Context: an optimization exercise on an open-source flow, tuned for small area, a short achievable clock period and few clock cycles per item. The choices shown serve that exercise and are no tape-out recipe.
The RTL was checked by simulation tests, not by an equivalence proof against the original design.

==> job 4908: inputs <==
==> flow/design.v <==
package sha256_pkg;
  localparam int BLOCK_W = 512;
  localparam int HASH_W  = 256;
  localparam logic [HASH_W-1:0] SHA256_IV =
    256'h6a09e667_bb67ae85_3c6ef372_a54ff53a_510e527f_9b05688c_1f83d9ab_5be0cd19;
  typedef enum logic [1:0] {
    IDLE   = 2'd0,
    RUN    = 2'd1,
    DRAIN  = 2'd2,
    DIGEST = 2'd3
  } ctrl_state_e;
endpackage
module sha256_stream_core (
  input  logic         clk,
  input  logic         rst_n,
  input  logic         blk_valid,
  output logic         blk_ready,
  input  logic [511:0] blk_data,
  input  logic         blk_first,
  input  logic         blk_last,
  output logic         digest_valid,
  input  logic         digest_ready,
  output logic [255:0] digest,
  output logic         error,
  output logic [15:0]  block_count
);
  localparam logic [255:0] IV = sha256_pkg::SHA256_IV;
  function automatic logic [31:0] kconst(input logic [5:0] i);
    case (i)
      6'd0:  kconst = 32'h428a2f98; 6'd1:  kconst = 32'h71374491; 6'd2:  kconst = 32'hb5c0fbcf; 6'd3:  kconst = 32'he9b5dba5;
      6'd4:  kconst = 32'h3956c25b; 6'd5:  kconst = 32'h59f111f1; 6'd6:  kconst = 32'h923f82a4; 6'd7:  kconst = 32'hab1c5ed5;
      6'd8:  kconst = 32'hd807aa98; 6'd9:  kconst = 32'h12835b01; 6'd10: kconst = 32'h243185be; 6'd11: kconst = 32'h550c7dc3;
      6'd12: kconst = 32'h72be5d74; 6'd13: kconst = 32'h80deb1fe; 6'd14: kconst = 32'h9bdc06a7; 6'd15: kconst = 32'hc19bf174;
      6'd16: kconst = 32'he49b69c1; 6'd17: kconst = 32'hefbe4786; 6'd18: kconst = 32'h0fc19dc6; 6'd19: kconst = 32'h240ca1cc;
      6'd20: kconst = 32'h2de92c6f; 6'd21: kconst = 32'h4a7484aa; 6'd22: kconst = 32'h5cb0a9dc; 6'd23: kconst = 32'h76f988da;
      6'd24: kconst = 32'h983e5152; 6'd25: kconst = 32'ha831c66d; 6'd26: kconst = 32'hb00327c8; 6'd27: kconst = 32'hbf597fc7;
      6'd28: kconst = 32'hc6e00bf3; 6'd29: kconst = 32'hd5a79147; 6'd30: kconst = 32'h06ca6351; 6'd31: kconst = 32'h14292967;
      6'd32: kconst = 32'h27b70a85; 6'd33: kconst = 32'h2e1b2138; 6'd34: kconst = 32'h4d2c6dfc; 6'd35: kconst = 32'h53380d13;
      6'd36: kconst = 32'h650a7354; 6'd37: kconst = 32'h766a0abb; 6'd38: kconst = 32'h81c2c92e; 6'd39: kconst = 32'h92722c85;
      6'd40: kconst = 32'ha2bfe8a1; 6'd41: kconst = 32'ha81a664b; 6'd42: kconst = 32'hc24b8b70; 6'd43: kconst = 32'hc76c51a3;
      6'd44: kconst = 32'hd192e819; 6'd45: kconst = 32'hd6990624; 6'd46: kconst = 32'hf40e3585; 6'd47: kconst = 32'h106aa070;
      6'd48: kconst = 32'h19a4c116; 6'd49: kconst = 32'h1e376c08; 6'd50: kconst = 32'h2748774c; 6'd51: kconst = 32'h34b0bcb5;
      6'd52: kconst = 32'h391c0cb3; 6'd53: kconst = 32'h4ed8aa4a; 6'd54: kconst = 32'h5b9cca4f; 6'd55: kconst = 32'h682e6ff3;
      6'd56: kconst = 32'h748f82ee; 6'd57: kconst = 32'h78a5636f; 6'd58: kconst = 32'h84c87814; 6'd59: kconst = 32'h8cc70208;
      6'd60: kconst = 32'h90befffa; 6'd61: kconst = 32'ha4506ceb; 6'd62: kconst = 32'hbef9a3f7; default: kconst = 32'hc67178f2;
    endcase
  endfunction
  function automatic logic [31:0] ivw(input logic [2:0] i);
    ivw = IV[255-32*i -: 32];
  endfunction
  logic        pre2, pre1;         
  logic        run;                
  logic [5:0]  rnd;
  logic        tail;               
  logic [1:0]  ph;                 
  logic [3:0]  ph1;                
  logic        uiv;                
  logic [5:0]  kn;                 
  logic        inc;                
  logic        pend;               
  logic [1:0]  sc;                 
  logic        dig_pend;           
  logic        chain_ok;           
  logic        nf, nl;             
  logic        cf, cl;             
  logic        cerr;               
  logic        ff_iv;              
  logic [15:0] cnt;
  logic        err;
  logic late, sl, we_e, we_a, fin, busy, accept, c_act, chain_eff, use_iv, run_e;
  logic rdy;                       
  logic [3:0] ph1_d;
  assign ph1_d = pre1 ? 4'b0001 : {ph1[2:0], ph1[3]};
  logic       run_d, tail_d, inc_d, pend_d, dig_d, rdy_d;
  logic [5:0] rnd_d;
  logic [1:0] ph_d, sc_d;
  always_comb begin
    tail_d = run & (rnd == 6'd63);
    run_d  = run;
    rnd_d  = rnd;
    if (pre1) begin
      run_d = 1'b1;
      rnd_d = '0;
    end else if (run) begin
      rnd_d = rnd + 6'd1;
      if (rnd == 6'd63) run_d = 1'b0;
    end
    ph_d   = pre1 ? 2'd0 : ph + 2'd1;
    inc_d  = (run & (rnd == 6'd60)) ? ~dig_pend : inc;
    pend_d = (tail & ~inc) ? 1'b1 : (fin ? 1'b0 : pend);
    sc_d   = sl ? sc + 2'd1 : 2'd0;
    dig_d  = fin ? cl : (dig_pend & ~digest_ready);
    rdy_d  = ~(accept | pre2) &
             (run_d  ? ((rnd_d[5:1] == 5'h1f) & inc_d) :
              tail_d ? inc_d :
              ~pend_d);
  end
  assign blk_ready = rdy;
  assign late      = run & (rnd[5:2] == 4'hf);                            
  assign sl        = pend & ~dig_pend;
  assign we_e      = (late & ((ph == 2'd0) ? ~dig_pend : inc)) | sl;
  assign we_a      = (late & (ph != 2'd0) & inc) | (tail & inc) | sl;
  assign fin       = (tail & inc) | (sl & (sc == 2'd3));
  assign busy      = pre2 | pre1;
  assign accept    = blk_valid & blk_ready;
  assign c_act     = run | tail | pend;
  assign chain_eff = c_act ? ~cl : chain_ok;
  assign use_iv    = blk_first | ~chain_eff;    
  assign run_e     = pre1 | (run & ~(rnd == 6'd63));
  assign digest_valid = dig_pend;
  assign error        = err;
  assign block_count  = cnt;
  always_ff @(posedge clk or negedge rst_n) begin
    if (!rst_n) begin
      rdy <= 1'b1; pre2 <= 1'b0; pre1 <= 1'b0; run <= 1'b0; rnd <= '0; tail <= 1'b0;
      ph <= '0; ph1 <= 4'b0001; uiv <= 1'b0; kn <= '0; inc <= 1'b0; pend <= 1'b0; sc <= '0; dig_pend <= 1'b0;
      chain_ok <= 1'b0; nf <= 1'b0; nl <= 1'b0; cf <= 1'b0; cl <= 1'b0;
      cerr <= 1'b0; ff_iv <= 1'b0; cnt <= '0; err <= 1'b0;
    end else begin
      pre2 <= accept;
      pre1 <= pre2;
      kn   <= blk_ready ? 6'd1 : kn + 6'd1;
      rdy  <= rdy_d;
      ph   <= ph_d;
      ph1  <= ph1_d;
      tail <= tail_d;
      run  <= run_d;
      rnd  <= rnd_d;
      inc  <= inc_d;
      pend <= pend_d;
      sc   <= sc_d;
      dig_pend <= dig_d;
      if (accept) begin
        uiv <= use_iv;
        nf <= blk_first;
        nl <= blk_last;
      end
      if (pre1) begin
        cf    <= nf;
        cl    <= nl;
        cerr  <= ~nf & ~chain_eff;
        ff_iv <= uiv;
      end
      if (fin) begin
        chain_ok <= ~cl;
        err      <= cf ? 1'b0 : (err | cerr);
        if (cf)             cnt <= 16'd1;
        else if (cnt != '1) cnt <= cnt + 16'd1;
      end
    end
  end
  logic [31:0] a0, a1, a2, a3;       
  logic [31:0] e0, e1, e2, e3;       
  logic [31:0] t1, p, q;             
  logic [31:0] dq;                   
  logic [31:0] kr;                   
  logic [31:0] hw [8];               
  for (genvar i = 0; i < 8; i++) begin : g_dig
    assign digest[255-32*i -: 32] = hw[i];
  end
  function automatic logic [31:0] fa_s(input logic [31:0] x, input logic [31:0] y, input logic [31:0] z);
    fa_s = x ^ y ^ z;
  endfunction
  function automatic logic [31:0] fa_c(input logic [31:0] x, input logic [31:0] y, input logic [31:0] z);
    fa_c = {(x[30:0] & y[30:0]) | (x[30:0] & z[30:0]) | (y[30:0] & z[30:0]), 1'b0};
  endfunction
  logic [31:0] w [15];
  logic [31:0] wx;
  logic        wfirst;             
  logic [31:0] sm0, sm1, w_new, x_new;
  assign sm0   = {w[1][6:0], w[1][31:7]} ^ {w[1][17:0], w[1][31:18]} ^ (w[1] >> 3);
  assign sm1   = {w[13][16:0], w[13][31:17]} ^ {w[13][18:0], w[13][31:19]} ^ (w[13] >> 10);
  assign x_new = fa_s(w[0], w[9], sm0) + fa_c(w[0], w[9], sm0);
  assign w_new = (wfirst ? 32'd0 : sm1) + wx;
  always_ff @(posedge clk) begin
    wfirst <= blk_ready;
    if (blk_ready) begin
      for (int i = 0; i < 15; i++) w[i] <= blk_data[511-32*i -: 32];
      wx <= blk_data[31:0];
    end else begin
      for (int i = 0; i < 14; i++) w[i] <= w[i+1];
      w[14] <= w_new;
      wx    <= x_new;
    end
  end
  logic [31:0] bq_e, bq_a, sum_e, sum_a;
  logic        ffiv_d;
  assign ffiv_d = pre1 ? uiv : ff_iv;
  always_ff @(posedge clk) begin
    bq_e <= '0;
    bq_a <= '0;
    for (int k = 0; k < 4; k++) begin
      if (ph1_d[k]) begin
        bq_e <= ffiv_d ? ivw(3'(7 - k)) : hw[7 - k];
        bq_a <= ffiv_d ? ivw(3'((4 - k) % 4)) : hw[(4 - k) % 4];
      end
    end
  end
  assign sum_e = bq_e + e0;
  assign sum_a = bq_a + a0;
  logic [31:0] init [8];
  for (genvar i = 0; i < 8; i++) begin : g_init
    if (i == 0) begin : g_a
      assign init[i] = uiv ? ivw(i) : ((we_a & ph1[0]) ? sum_a : hw[i]);
    end else if (i == 4) begin : g_e
      assign init[i] = uiv ? ivw(i) : ((we_e & ph1[3]) ? sum_e : hw[i]);
    end else begin : g_o
      assign init[i] = uiv ? ivw(i) : hw[i];
    end
  end
  logic [31:0] bs0, bs1, ch, maj, a_new, e_new, t1_new;
  assign bs1    = {e0[5:0], e0[31:6]} ^ {e0[10:0], e0[31:11]} ^ {e0[24:0], e0[31:25]};
  assign ch     = (e0 & e1) | (~e0 & e2);
  assign bs0    = {a0[1:0], a0[31:2]} ^ {a0[12:0], a0[31:13]} ^ {a0[21:0], a0[31:22]};
  assign maj    = (a0 & (a1 | a2)) | (a1 & a2);
  assign a_new  = fa_s(bs0, maj, t1) + fa_c(bs0, maj, t1);
  assign t1_new = fa_s(bs1, ch, p) + fa_c(bs1, ch, p);
  assign e_new  = fa_s(bs1, ch, q) + fa_c(bs1, ch, q);
  logic [31:0] h7_pre, h3_pre, ps, pc;
  assign ps = fa_s(e2, kr, w[0]);
  assign pc = fa_c(e2, kr, w[0]);
  assign h7_pre = use_iv ? ivw(7) : hw[7];
  assign h3_pre = use_iv ? ivw(3) : hw[3];
  always_ff @(posedge clk) begin
    kr <= blk_ready ? kconst(6'd0) : kconst(kn);
    p  <= ps + pc;
    q  <= fa_s(ps, pc, dq) + fa_c(ps, pc, dq);
    dq <= blk_ready ? h3_pre : (pre2 ? init[2] : (pre1 ? init[1] : a0));
    t1 <= t1_new;
    e0 <= run_e ? e_new : (pre2 ? init[4] : e3);
    e1 <= pre2 ? init[5] : e0;
    e2 <= blk_ready ? h7_pre : (pre2 ? init[6] : e1);
    e3 <= e2;
    a0 <= run ? a_new : (pre1 ? init[0] : a3);
    a1 <= pre1 ? init[1] : a0;
    a2 <= pre1 ? init[2] : a1;
    a3 <= a2;
    for (int k = 0; k < 4; k++) begin
      if (we_e & ph1[k]) hw[7 - k]       <= sum_e;
      if (we_a & ph1[k]) hw[(4 - k) % 4] <= sum_a;
    end
  end
endmodule
==> flow/flow/run.sh <==
#!/bin/bash
# Layout flow: the standard ORFS flow (standard.sh, unchanged synthesis)
# with three changes to how the layout is made:
#  - plain buf_1 port buffers instead of delay cells (every port still gets
#    its own buffer; timing repair may upsize them);
#  - clock tree with larger sink clusters and no dummy loads;
#  - a tighter setup margin for ORFS's timing repair steps.
# The make output goes to flow_make.log here; each ORFS step keeps its own
# log under orfs/logs/.
set -euo pipefail
bash standard.sh \
  "BUFFER_PORTS_ARGS=-buffer_cell sky130_fd_sc_hd__buf_1" \
  "CTS_ARGS=-sink_clustering_enable -repair_clock_nets -sink_clustering_size 25 -sink_clustering_max_diameter 80 -dont_use_dummy_load" \
  SETUP_SLACK_MARGIN=7.3 \
  finish > flow_make.log 2>&1
==> flow/standard.sh <==
#!/bin/bash
# synth_recipe.tcl (not shown) runs the flow's synth.tcl, then flattens the netlist and writes it again
# the make line also repeats each setting of config.mk as NAME=value (left out here)
make -C /OpenROAD-flow-scripts/flow DESIGN_CONFIG=/design/flow/config.mk WORK_HOME=/design/flow/orfs CLKGATE_MAP_FILE= SYNTH_SCRIPT=/design/flow/synth_recipe.tcl "${@:-finish}"
==> flow/config.mk <==
export PLATFORM = sky130hd
export DESIGN_NAME = sha256_stream_core
export DESIGN_NICKNAME = sha256_stream_core
export VERILOG_FILES = /design/flow/design.v
export SDC_FILE = /design/flow/constraint.sdc
export NUM_CORES = 4
export LEC_CHECK = 0
export CAP_MARGIN = 20
export CORE_MARGIN = 2
export CORE_UTILIZATION = 55
export PLACE_DENSITY = 0.7
export SLEW_MARGIN = 20
==> flow/constraint.sdc <==
create_clock -name core_clock -period 11.0 [get_ports {clk}]
set_input_delay 2.2000 -clock core_clock [delete_from_list [all_inputs] [get_ports {clk}]]
set_output_delay 2.2000 -clock core_clock [all_outputs]
set_load 0.01 [all_outputs]
==> job 8725: changes against job 4908 <==
--- a/flow/design.v
+++ b/flow/design.v
@@ -50,3 +50,3 @@
   endfunction
-  logic        pre2, pre1;         
+  logic        pre3, pre2, pre1;   
   logic        run;                
@@ -92,6 +92,6 @@
     dig_d  = fin ? cl : (dig_pend & ~digest_ready);
-    rdy_d  = ~(accept | pre2) &
-             (run_d  ? ((rnd_d[5:1] == 5'h1f) & inc_d) :
+    rdy_d  = ~(accept | pre3 | pre2) &
+             (run_d  ? ((rnd_d[5:2] == 4'hf) & (ph_d != 2'd0) & inc_d) :
               tail_d ? inc_d :
-              ~pend_d);
+              pend_d ? (~dig_d & (sc_d == 2'd3)) : 1'b1);
   end
@@ -103,3 +103,3 @@
   assign fin       = (tail & inc) | (sl & (sc == 2'd3));
-  assign busy      = pre2 | pre1;
+  assign busy      = pre3 | pre2 | pre1;
   assign accept    = blk_valid & blk_ready;
@@ -107,3 +107,3 @@
   assign chain_eff = c_act ? ~cl : chain_ok;
-  assign use_iv    = blk_first | ~chain_eff;    
+  assign use_iv    = nf | ~chain_eff;    
   assign run_e     = pre1 | (run & ~(rnd == 6'd63));
@@ -114,3 +114,3 @@
     if (!rst_n) begin
-      rdy <= 1'b1; pre2 <= 1'b0; pre1 <= 1'b0; run <= 1'b0; rnd <= '0; tail <= 1'b0;
+      rdy <= 1'b1; pre3 <= 1'b0; pre2 <= 1'b0; pre1 <= 1'b0; run <= 1'b0; rnd <= '0; tail <= 1'b0;
       ph <= '0; ph1 <= 4'b0001; uiv <= 1'b0; kn <= '0; inc <= 1'b0; pend <= 1'b0; sc <= '0; dig_pend <= 1'b0;
@@ -119,3 +119,4 @@
     end else begin
-      pre2 <= accept;
+      pre3 <= accept;
+      pre2 <= pre3;
       pre1 <= pre2;
@@ -125,2 +126,3 @@
       ph1  <= ph1_d;
+      if (pre3) uiv <= use_iv;
       tail <= tail_d;
@@ -133,3 +135,2 @@
       if (accept) begin
-        uiv <= use_iv;
         nf <= blk_first;
@@ -153,3 +154,3 @@
   logic [31:0] e0, e1, e2, e3;       
-  logic [31:0] t1, p, q;             
+  logic [31:0] t1, p, q, kw;         
   logic [31:0] dq;                   
@@ -218,5 +219,3 @@
   assign e_new  = fa_s(bs1, ch, q) + fa_c(bs1, ch, q);
-  logic [31:0] h7_pre, h3_pre, ps, pc;
-  assign ps = fa_s(e2, kr, w[0]);
-  assign pc = fa_c(e2, kr, w[0]);
+  logic [31:0] h7_pre, h3_pre;
   assign h7_pre = use_iv ? ivw(7) : hw[7];
@@ -225,5 +224,6 @@
     kr <= blk_ready ? kconst(6'd0) : kconst(kn);
-    p  <= ps + pc;
-    q  <= fa_s(ps, pc, dq) + fa_c(ps, pc, dq);
-    dq <= blk_ready ? h3_pre : (pre2 ? init[2] : (pre1 ? init[1] : a0));
+    kw <= kr + w[0];
+    p  <= e2 + kw;
+    q  <= fa_s(e2, kw, dq) + fa_c(e2, kw, dq);
+    dq <= pre3 ? h3_pre : (pre2 ? init[2] : (pre1 ? init[1] : a0));
     t1 <= t1_new;
@@ -231,3 +231,3 @@
     e1 <= pre2 ? init[5] : e0;
-    e2 <= blk_ready ? h7_pre : (pre2 ? init[6] : e1);
+    e2 <= pre3 ? h7_pre : (pre2 ? init[6] : e1);
     e3 <= e2;
--- a/flow/flow/run.sh
+++ b/flow/flow/run.sh
@@ -13,3 +13,3 @@
   "CTS_ARGS=-sink_clustering_enable -repair_clock_nets -sink_clustering_size 25 -sink_clustering_max_diameter 80 -dont_use_dummy_load" \
-  SETUP_SLACK_MARGIN=7.3 \
+  SETUP_SLACK_MARGIN=7 \
   finish > flow_make.log 2>&1
CORE_UTILIZATION = 40   (was 55)
PLACE_DENSITY = not set   (was 0.7)
==> qor summary <==
Clock latency on the worst-skew pair: job 4908 0.72 ns; job 8725 0.78 ns
Overall global routing resource usage: job 4908 40.7%; job 8725 30.9%
Largest net degree at the start of global routing: job 4908 198; job 8725 211
Outcome: job 4908 no timing/DRC/antenna violations; job 8725 no timing/DRC/antenna violations
Die area: job 4908 124000 µm²; job 8725 174000 µm²
Fin nets: job 4908 8522; job 8725 8651
Non-Clock Inverter Count: job 4908 467; job 8725 511
Met3 WL post-DR: job 4908 26300 µm; job 8725 22600 µm
FF+latch count, synth: job 4908 1302; job 8725 1335
Multi-input gate area: job 4908 37300 µm²; job 8725 36900 µm²
Number of sequential cells: job 4908 1302; job 8725 1335
Number of resized instances in the post-cts repair step: job 4908 360; job 8725 132
Post-layout min period: job 4908 3.98 ns; job 8725 3.88 ns
Area share of fa/ha/maj cells after synthesis: job 4908 11.6%; job 8725 11.0%
Starting utilization of the core area: job 4908 55.5%; job 8725 40.3%
Critical Path Source: job 4908 e0[29]; job 8725 e0[5]
Via total after detailed routing: job 4908 56500; job 8725 56500
Non-clock buffer instance count of the final layout: job 4908 1030; job 8725 879
Multi-input gates: job 4908 4641; job 8725 4826
Number of nets produced by synthesis: job 4908 7787; job 8725 8050
Testbench counts of job 4908, summed over its fixed seeds: cycles 124,832, blocks 1,920.
Testbench counts of job 8725, summed over its fixed seeds: cycles 124,840, blocks 1,920.

## re-timing with driven ports
How much do the figures lean on ideal ports? The routed layouts below were timed once more, with nothing changed but the port constraints.
Step 1 (the two cells are an assumption about what drives the block):
set clk [get_ports {clk}]
set_driving_cell -lib_cell sky130_fd_sc_hd__clkbuf_16 $clk
set_driving_cell -lib_cell sky130_fd_sc_hd__buf_2 [delete_from_list [all_inputs] $clk]
Step 2 also shifts input and output timing later by t, the mid clock arrival at the registers, as if the neighbouring blocks saw the same clock.
Three values: ideal ports, drivers, drivers and shift; two values: the first two.
run | t (ns) | setup WS [ns] | worst data-port slew with drivers (ns)
job 4908 | 0.756 | 7.021 / 7.021 / 6.871 | 0.14
job 8725 | 0.797 | 7.120 / 7.057 / 7.120 | 0.16
After both steps setup and hold are still met in every run listed. For job 4908, which loses most, drivers alone change the setup slack by 0.000 ns; drivers and shift together by -0.150 ns.
